This design comes from an exercise in tuning for small area on the open sky130 flow, not from production work.
RTL that was checked went through simulation tests only; none was proved equivalent to the original.
No activity file was given, so power comes from the tool's default toggle rates.

Setup of 08-07:
## sorted_deadline_alarm_queue
module sorted_deadline_alarm_queue #(
   parameter int QUEUE_DEPTH = QUEUE_DEPTH_DEF,
   parameter int TIME_WIDTH  = TIME_WIDTH_DEF
) (
   input  logic                  clock,
   input  logic                  reset,
   input  logic                  req_valid,
   output logic                  req_stall,
   input  sdaq_pkg::req_type     req_data,
   output logic                  rsp_valid,
   input  logic                  rsp_stall,
   output sdaq_pkg::rsp_type     rsp_data,
   input  logic                  psel,
   input  logic                  penable,
   input  logic                  pwrite,
   input  logic [CSR_ADDR_W-1:0] paddr,
   input  logic [CSR_DATA_W-1:0] pwdata,
   output logic [CSR_DATA_W-1:0] prdata,
   output logic                  pready
);
Settings: LEC_CHECK=0, ABC_AREA=1, CAP_MARGIN=20, CORE_MARGIN=2, CORE_UTILIZATION=40, CTS_BUF_LIST=sky130_fd_sc_hd__clkbuf_8, CTS_CLUSTER_DIAMETER=60, CTS_CLUSTER_SIZE=20, SLEW_MARGIN=20; clock period 10.0 ns.
standard.sh (not shown) runs the stock make flow with config.mk's settings and CLKGATE_MAP_FILE= SYNTH_SCRIPT=/design/flow/synth_recipe.tcl, a recipe that flattens the netlist after the stock synthesis.
==> flow/flow/run.sh <==
#!/bin/bash
# The standard layout (the standard.sh: ORFS from synthesis to the
# final layout) with three changes: the port buffers are made of the
# smallest buffer cell, clock tree synthesis inserts no dummy loads, and the
# constant outputs share the single tie cell synthesis made.
set -e
export BUFFER_PORTS_ARGS="-buffer_cell sky130_fd_sc_hd__buf_1"
export SKIP_REPAIR_TIE_FANOUT=1
export CTS_ARGS="-sink_clustering_enable -repair_clock_nets -buf_list sky130_fd_sc_hd__clkbuf_8 -sink_clustering_size 20 -sink_clustering_max_diameter 60 -dont_use_dummy_load"
bash standard.sh > standard.log 2>&1
Edits applied to the flow inputs when going from 08-07 to 11-15:
--- a/flow/design.v
+++ b/flow/design.v
@@ -87,20 +87,21 @@
    output logic [CSR_DATA_W-1:0] prdata,
    output logic                  pready
 );
    localparam int ENT_W = TIME_WIDTH + ID_W;    
    localparam int W     = 4;                    
    localparam int L     = ENT_W / W;            
    localparam int DLC   = TIME_WIDTH / W;       
    localparam int CW    = $clog2(L);
    localparam int NR    = 15;                   
    localparam logic [2:0] S_IDLE = 3'd0;
+   localparam logic [2:0] S_DROP = 3'd1;
    localparam logic [2:0] S_CALC = 3'd2;
    localparam logic [2:0] S_SCAN = 3'd3;
    localparam logic [2:0] S_POP  = 3'd4;
    localparam logic [2:0] S_INS  = 3'd5;
    logic [TPU_W-1:0] tpu_ff;
    logic             csr_wr;
    logic             csr_hit;
    assign pready  = 1'b1;
    assign csr_hit = (paddr[CSR_ADDR_W-1:2] == REG_TICKS_PER_UNIT);
    assign csr_wr  = psel && penable && pwrite;
@@ -132,63 +133,62 @@
    assign tap   = ring_ff[W*L +: W];
    assign s_out = s_ff[W-1:0];
    always_ff @(posedge clock) begin
       ring_ff <= {y, ring_ff[W*NR*L-1:W]};
       s_ff    <= {s_in, s_ff[W*L-1:W]};
    end
    logic f1_ff, f2_ff;
    logic [W*L-1:0] dur_v, new_v;
    logic [W-1:0]   a, b, sum, new_lane;
    logic           cy_in, cy_out;
-   logic           calc, c0, pass_now, first, idc, rbit;
+   logic           calc, c0, pass_now, first, rbit;
    assign calc     = (state_ff == S_CALC);
    assign c0       = (c_ff == '0);
    assign dur_v    = (W*L)'(req_data.duration);
    assign new_v    = {req_data.waiter_id, req_data.now};
    assign new_lane = c_ff[3] ? (c_ff[0] ? new_v[39:36] : new_v[35:32])
                              : new_v[W*c_ff[2:0] +: W];
    assign pass_now = i_ff[4];
    assign first    = (i_ff == 5'd6);
    assign rbit     = tpu_ff[~i_ff[3:0]];
-   assign idc      = calc && pass_now && c_ff[3];
    always_comb begin
       if (!calc) begin
          a = tap;
          b = ~(op ? new_lane : s_out);
       end else begin
-         if (first || idc) begin
+         if (first) begin
             a = '0;
          end else if (pass_now) begin
             a = s_out;
          end else begin
             a = {s_out[W-2:0], c0 ? 1'b0 : f2_ff};
          end
          if (pass_now) begin
             b = new_lane;
          end else begin
             b = (rbit && !c_ff[3] && !c_ff[2]) ? dur_v[W*c_ff[1:0] +: W] : '0;
          end
       end
-      cy_in = (c0 || idc) ? !calc : f1_ff;
+      cy_in = c0 ? !calc : f1_ff;
       {cy_out, sum} = {1'b0, a} + {1'b0, b} + (W+1)'(cy_in);
    end
    logic nz, later, cmp_end;
    assign cmp_end = (c_ff[2:0] == 3'd7);
    assign nz      = (c0 ? 1'b0 : f2_ff) | (|sum);
    assign later   = nz && !sum[W-1];
    always_ff @(posedge clock) begin
       f1_ff <= cy_out;
       f2_ff <= calc ? s_out[W-1] : nz;
    end
    assign y    = inloop ? s_out : x;
-   assign s_in = calc   ? sum :
-                 inloop ? x   : s_out;
+   assign s_in = calc     ? ((pass_now && c_ff[3]) ? b : sum) :    
+                 inloop   ? x : s_out;
    logic pop_go, scan_eval, scan_done, accept;
    assign pop_go    = (state_ff == S_POP) && (q_ff == 4'd0) && !rsp_valid_ff;
    assign scan_eval = (i_ff != '0) || (q_ff == (inloop ? 4'd15 : 4'd14));
    assign scan_done = (i_ff == n_ff) || later;
    logic [3:0] q_inc;
    logic [4:0] i_step, n_step;
    logic       down;
    assign down   = (state_ff == S_POP);
    assign q_inc  = ((state_ff == S_INS) ? i_ff[3:0] : q_ff) + 1'b1;
    assign i_step = i_ff + {{4{down}}, 1'b1};
@@ -208,48 +208,49 @@
          id_ff <= {x, s_ff[W*L-1 -: W]};
       end
    end
    logic emit, scan_hit;
    assign scan_hit = cmp_end && scan_eval && scan_done;
    assign emit     = (req_valid && accept && (state_ff == S_IDLE)) ||
                      ((state_ff == S_INS) && c_last) ||
                      (scan_hit && op && (i_ff == '0)) ||
                      (pop_go && c_last);
    always_ff @(posedge clock) begin
-      if (!rsp_valid_ff) begin
+      if (emit) begin
          woke_ff <= (state_ff == S_POP);
          flag_ff <= (state_ff == S_IDLE);    
       end
    end
    always_ff @(posedge clock) begin
       if (reset) begin
          state_ff     <= S_IDLE;
          c_ff         <= '0;
          q_ff         <= '0;
          n_ff         <= '0;
          rsp_valid_ff <= 1'b0;
       end else begin
          c_ff         <= c_last ? '0 : c_ff + 1'b1;
          rsp_valid_ff <= emit || (rsp_valid_ff && rsp_stall);
          if (c_last) begin
             q_ff <= q_inc;
          end
          case (state_ff)
             S_IDLE: begin
-               if (req_valid && !rsp_valid_ff && !accept && c_last) begin
-                  if (op) begin
-                     state_ff <= S_SCAN;
-                     i_ff     <= '0;
-                  end else if (q_ff == 4'd15) begin
-                     state_ff <= S_CALC;
-                     i_ff     <= 5'd6;
-                  end
+               if (req_valid && !rsp_valid_ff && !accept) begin
+                  state_ff <= op ? S_SCAN : S_DROP;
+                  i_ff     <= '0;
+               end
+            end
+            S_DROP: begin
+               if (c_last && (q_ff == 4'd15)) begin
+                  state_ff <= S_CALC;
+                  i_ff     <= 5'd6;
                end
             end
             S_CALC: begin
                if (c_last) begin
                   if (pass_now) begin
                      state_ff <= S_SCAN;
                      i_ff     <= '0;
                   end else begin
                      i_ff <= i_step;
                   end
Results
Post-route cell area of 11-15 is on par with 08-07. The higher detailed route wirelength on metal3 of 08-07 and 11-15 is in 11-15. Met2 demand-to-capacity share in global routing, 08-07 and 11-15: higher on 08-07. On die width, 08-07 and 11-15 are neck and neck. Compared with 08-07, 11-15 has extra setup slack. [compare] base=08-07 new=11-15: relative area of non-clock buffer cells in the final design stayed essentially flat; routing usage on met1 decreased 0.16 points; core utilization about even. Comparing 08-07 and 11-15, final wirelength is lower on 11-15. Total power of 11-15 is higher than that of 08-07. Maximum fanout along the worst path in 11-15 is 4 above 08-07. 11-15 against 08-07: post-place instance area has remained practically unchanged; clock network fraction of total power went down. Between 11-15 and 08-07, the portion of the layout cell area used by clock cells does not differ in any meaningful way.
The RTL of 11-15 was laid out without a check of its function.

== v6 ==
Another version of the RTL of sorted_deadline_alarm_queue (not shown whole).
Size in the first run: about 150 I/O pins, ~0.017 sq mm of cells after synthesis.
Design sorted_deadline_alarm_queue, start of the top module:
module sorted_deadline_alarm_queue #(
   parameter int QUEUE_DEPTH = QUEUE_DEPTH_DEF,
   parameter int TIME_WIDTH  = TIME_WIDTH_DEF
) (
   input  logic                  clock,
   input  logic                  reset,
   input  logic                  req_valid,
   output logic                  req_stall,
   input  sdaq_pkg::req_type     req_data,
   output logic                  rsp_valid,
   input  logic                  rsp_stall,
   output sdaq_pkg::rsp_type     rsp_data,
   input  logic                  psel,
   input  logic                  penable,
   input  logic                  pwrite,
   input  logic [CSR_ADDR_W-1:0] paddr,
   input  logic [CSR_DATA_W-1:0] pwdata,
   output logic [CSR_DATA_W-1:0] prdata,
   output logic                  pready
);
Settings: LEC_CHECK=0, ABC_AREA=1, CAP_MARGIN=20, CORE_MARGIN=2, CORE_UTILIZATION=40, CTS_BUF_LIST=sky130_fd_sc_hd__clkbuf_8, CTS_CLUSTER_DIAMETER=60, CTS_CLUSTER_SIZE=20, SLEW_MARGIN=20; clock period 10.0 ns.
Scripts as last shown in full above: flow/flow/run.sh
v6 finished every stage and its layout cleared the timing, DRC and antenna checks.
The following lists how v7 was set up differently from v6:
--- a/flow/design.v
+++ b/flow/design.v
@@ -115,69 +115,68 @@
    end
    logic [2:0]      state_ff;
    logic [CW-1:0]   c_ff;         
    logic [3:0]      q_ff;         
    logic [4:0]      n_ff;         
    logic [4:0]      i_ff;         
    logic            rsp_valid_ff;
    logic            woke_ff, flag_ff;    
    logic [ID_W-1:0] id_ff;
    logic            c_last, op, inloop;
-   assign c_last = c_ff[3] && c_ff[0];
+   assign c_last = (c_ff == CW'(L - 1));
    assign op     = req_data.operation;
    assign inloop = !((state_ff == S_CALC) || (state_ff == S_INS) ||
                      ((state_ff == S_SCAN) && !op));
    logic [W*NR*L-1:0] ring_ff;
    logic [W*L-1:0]    s_ff;
    logic [W-1:0]      x, tap, s_out, y, s_in;
    assign x     = ring_ff[W-1:0];
    assign tap   = ring_ff[W*L +: W];
    assign s_out = s_ff[W-1:0];
    always_ff @(posedge clock) begin
       ring_ff <= {y, ring_ff[W*NR*L-1:W]};
       s_ff    <= {s_in, s_ff[W*L-1:W]};
    end
    logic f1_ff, f2_ff;    
    logic [W*L-1:0] dur_v, new_v;
    logic [W-1:0]   a, b, sum, new_lane;
    logic           cy_in, cy_out;
    logic           pass_now, first, rbit;
    assign dur_v    = (W*L)'(req_data.duration);
    assign new_v    = {req_data.waiter_id, req_data.now};
-   assign new_lane = c_ff[3] ? (c_ff[0] ? new_v[39:36] : new_v[35:32])
-                             : new_v[W*c_ff[2:0] +: W];
+   assign new_lane = new_v[W*c_ff +: W];
    assign pass_now = i_ff[4];
    assign first    = (i_ff == 5'd6);
    assign rbit     = tpu_ff[~i_ff[3:0]];
    always_comb begin
       if (first) begin
          a = '0;
       end else if (pass_now) begin
          a = s_out;
       end else begin
          a = {s_out[W-2:0], (c_ff == '0) ? 1'b0 : f2_ff};
       end
       if (pass_now) begin
          b = new_lane;
       end else begin
-         b = (rbit && !c_ff[3] && !c_ff[2]) ? dur_v[W*c_ff[1:0] +: W] : '0;
+         b = rbit ? dur_v[W*c_ff +: W] : '0;
       end
       cy_in = (c_ff == '0) ? 1'b0 : f1_ff;
       {cy_out, sum} = {1'b0, a} + {1'b0, b} + (W+1)'(cy_in);
-      if (pass_now && c_ff[3]) begin    
+      if (pass_now && (c_ff >= CW'(DLC))) begin
          sum = b;
       end
    end
    logic [W-1:0] cmp_v, diff;
    logic         bw_in, bw_out, nz, later, cmp_end;
    assign cmp_v = op ? new_lane : s_out;
-   assign cmp_end = (c_ff[2:0] == 3'd7);
+   assign cmp_end = (c_ff == CW'(DLC - 1));
    assign later   = nz && !diff[W-1];
    always_comb begin
       bw_in = (c_ff == '0) ? 1'b0 : f1_ff;
       {bw_out, diff} = {1'b0, tap} - {1'b0, cmp_v} - (W+1)'(bw_in);
       nz = ((c_ff == '0) ? 1'b0 : f2_ff) | (|diff);
    end
    always_ff @(posedge clock) begin
       f1_ff <= (state_ff == S_CALC) ? cy_out : bw_out;
       f2_ff <= (state_ff == S_CALC) ? s_out[W-1] : nz;
    end
[summary]
Delta (v7 minus v6): met1 track demand over resource saw a decrease; minimum clock period after layout saw a decrease; relative area change from synthesis to final layout saw little to no change; worst setup slack saw an increase; sequential fraction of design power saw a decrease.
No functional check of the RTL was part of any run of this note.

-- separate check: timing with driven ports --
In the flow no input, the clock included, has a driving cell. The finished layouts below were timed again as built, in two steps. Step 1: set_driving_cell puts a clkbuf_16 on clock and a buf_2 on each other input, an assumption about the parent block. Step 2 times the ports against the registers' clock, not the clock port: input delays grow and output delays shrink by t, the midpoint of the rising clock arrivals with the driver on. a / b / c = ideal / step 1 / step 2; a / b = the first two.
| run | t, ns | setup WS [ns] | worst setup path at the end | worst register clock-pin slew, ns | cell pins on the clock port's net |
|---|---|---|---|---|---|
| 08-07 | 0.587 | 3.227 / 3.174 / 3.174 | input to output | 0.11 / 0.11 | 1 |
| 11-15 | 0.599 | 3.352 / 3.325 / 3.325 | input to output | 0.11 / 0.11 | 1 |
| v6 | 0.595 | 2.442 / 2.418 / 2.418 | input to output | 0.12 / 0.12 | 1 |
| v7 | 0.594 | 2.607 / 2.572 / 2.572 | input to output | 0.11 / 0.11 | 1 |
After both steps every run listed still meets setup and hold. For 08-07, which loses most, drivers alone change the setup slack by -0.053 ns; drivers and shift together by -0.053 ns.
